Context: an optimization exercise on an open-source flow, tuned for small area, a short achievable clock period and few clock cycles per item. The choices shown serve that exercise and are no tape-out recipe.
Function was checked by simulation only, so behaviour that the tests miss may differ from the original.

Design oxygen_cell_calibrate_and_mod, start of the top module:
module oxygen_cell_calibrate_and_mod #(
    parameter int CAL_SAMPLES = 10
) (
    input  logic                                  clk,
    input  logic                                  rst_n,
    input  logic                                  in_valid,
    output logic                                  in_stall,
    input  logic                                  opcode,
    input  logic signed [ocm_pkg::SAMPLE_W-1:0]   sample,
    output logic                                  out_valid,
    input  logic                                  out_stall,
    output logic [ocm_pkg::O2_W-1:0]              o2_tenths,
    output logic [ocm_pkg::DEPTH_W-1:0]           depth_normal_tenths,
    output logic [ocm_pkg::DEPTH_W-1:0]           depth_tech_tenths,
    output logic                                  calibration_done,
    output logic                                  not_calibrated,
    input  logic                                  cfg_valid,
    output logic                                  cfg_ready,
    input  logic [ocm_pkg::CFG_IDX_W-1:0]         cfg_index,
    input  logic [ocm_pkg::CFG_W-1:0]             cfg_data
);
clock: 6.0 ns
lec_check: 0
cap_margin: 20
core_margin: 2
core_utilization: 66
setup_slack_margin: 1.5
slew_margin: 20
run.sh (not shown) runs the stock make flow with config.mk's settings and CLKGATE_MAP_FILE= SYNTH_SCRIPT=/design/flow/synth_recipe.tcl, a recipe that flattens the netlist after the stock synthesis.
Testbench counts at the start, summed over its fixed seeds: cycles 1,408, items 1,280.
Then changed:
CORE_UTILIZATION = 60   (was 66)
SETUP_SLACK_MARGIN = 1.7   (was 1.5)
Outcome:
- The new run finished with timing, DRC and antenna clean
- routed wire length is lower by 2.6%
- worst setup slack improves by 85 ps
- die area climbs by 9.9%
- synthesized cell count does not change
- global-route usage fell by 2.2 points
- non-clock buffer count rises by 21
- synthesized area does not change
- core utilization came out lower by 6.2 points
Then changed:
SETUP_SLACK_MARGIN = 1.5   (was 1.7)
TNS_END_PERCENT = 20   (was unset)
Setup slack gets better by 19 ps.
Synthesized area does not change.
First-iteration DRC count climbs by 12%.
Sequential share of layout area climbs by 1.1 points.
Final cell count fell by 2.0%.
Design area decreases by 3.2%.
Core utilization came out lower by 2.3 points.
Then changed:
CORE_UTILIZATION = 40   (was 60)
TNS_END_PERCENT = unset   (was 20)
Result: Synthesized area does not change. Utilization falls by 21 points. Cell area grows by a few percent.

========
oxygen_cell_calibrate_and_mod again, from the RTL that the note above started with.
## oxygen_cell_calibrate_and_mod
module oxygen_cell_calibrate_and_mod #(
    parameter int CAL_SAMPLES = 10
) (
    input  logic                                  clk,
    input  logic                                  rst_n,
    input  logic                                  in_valid,
    output logic                                  in_stall,
    input  logic                                  opcode,
    input  logic signed [ocm_pkg::SAMPLE_W-1:0]   sample,
    output logic                                  out_valid,
    input  logic                                  out_stall,
    output logic [ocm_pkg::O2_W-1:0]              o2_tenths,
    output logic [ocm_pkg::DEPTH_W-1:0]           depth_normal_tenths,
    output logic [ocm_pkg::DEPTH_W-1:0]           depth_tech_tenths,
    output logic                                  calibration_done,
    output logic                                  not_calibrated,
    input  logic                                  cfg_valid,
    output logic                                  cfg_ready,
    input  logic [ocm_pkg::CFG_IDX_W-1:0]         cfg_index,
    input  logic [ocm_pkg::CFG_W-1:0]             cfg_data
);
    logic [7:0]  air_reg;
    logic [14:0] ln_reg, lt_reg;
    logic [19:0] acc_reg;
    logic [3:0]  cnt_reg;
    logic [18:0] ref_reg;
    logic [20:0] ref3_reg;
    logic [7:0]  lnr_reg, ltr_reg;
    logic        ref_ok_reg;
    logic        en, accept, cal_stall;
    logic [19:0] cal_sum;
    logic        cal_pos;
    logic v_s1, cal_s1, last_s1;
    logic [15:0] smp_s1;
    logic v_s2;
    logic [0:0] cal_s2;
    logic [0:0] nc_s2;
    logic [0:0] x_s2;
    logic [18:0] pl_s2;
    logic [18:0] ph_s2;
  ...
make LEC_CHECK=0 CAP_MARGIN=5 CORE_MARGIN=2 CORE_UTILIZATION=60 SETUP_SLACK_MARGIN=1.5 SLEW_MARGIN=5 finish   # period 6.0 ns
Testbench counts at the start, summed over its fixed seeds: cycles 1,408, items 1,280.
==> next run, changes <==
Settings changed: CAP_MARGIN 5 to 20, CTS_BUF_LIST from default to sky130_fd_sc_hd__clkbuf_4 sky130_fd_sc_hd__clkbuf_8, CTS_CLUSTER_SIZE from default to 30, SLEW_MARGIN 5 to 20.
The new run completed without violations.
Die area is unchanged.
Final cell count came out higher slightly.
Sequential share of layout area goes up by 0.12 points.
Count of clock-buffer cells in the layout goes up by 84.
Critical path depth is unchanged.
Area after synthesis stays the same.
Utilization went down by 0.26 points.
Register-to-register slack degrades by 20 ps.
==> next run, changes <==
Settings changed: CTS_BUF_LIST sky130_fd_sc_hd__clkbuf_4 sky130_fd_sc_hd__clkbuf_8 to default, CTS_CLUSTER_SIZE 30 to default, TNS_END_PERCENT from default to 50.
Result: Clock skew stays flat; synthesized cell count is unchanged; worst setup slack got worse by 48 ps; maximum frequency drops by 1.0%; final area hardly moves; register-to-register slack got worse by 50 ps; clock-buffer cell count drops by 89; flip-flop and latch count does not change; utilization drops by 0.15 points; first-iteration DRC count climbs by 4.4%.
==> next run, changes <==
Settings changed: PLACE_DENSITY from default to 0.75, TNS_END_PERCENT 50 to default.
=>
- die area is unchanged
- utilization increases by 0.93 points
- count of clock-buffer cells in the layout rises by 13
- final area increases by 1.3%
- cell count came out higher by 0.93%
- wire length went up by 6.7%

## afterwards: timing with drivers on the ports
In the flow no input, the clock included, has a driving cell. The finished layouts below were timed again as built, in two steps. Step 1 sets driving cells, clkbuf_16 on the clock port and buf_2 on the other inputs (assumed; they add their load-dependent delay and slew). Step 2 also shifts input and output timing later by t, the mid clock arrival at the registers, as if the neighbouring blocks saw the same clock. Slacks: no drivers / after step 1 / after step 2; pairs: no drivers / after step 1.
run	shift t [ns]	setup slack, ns	worst setup path after step 2
the first run of note 1	0.713	1.102 / 1.102 / 1.102	register to register
the second run of note 1	0.730	1.186 / 1.186 / 1.186	register to register
the third run of note 1	0.734	1.206 / 1.206 / 1.206	register to register
the fourth run of note 1	0.764	1.231 / 1.231 / 1.231	register to register
the first run of note 2	0.720	1.332 / 1.332 / 1.332	register to register
the second run of note 2	0.887	1.314 / 1.314 / 1.314	register to register
the third run of note 2	0.734	1.266 / 1.266 / 1.266	register to register
the fourth run of note 2	0.719	1.150 / 1.150 / 1.150	register to register
After both steps every run listed still meets setup and hold.
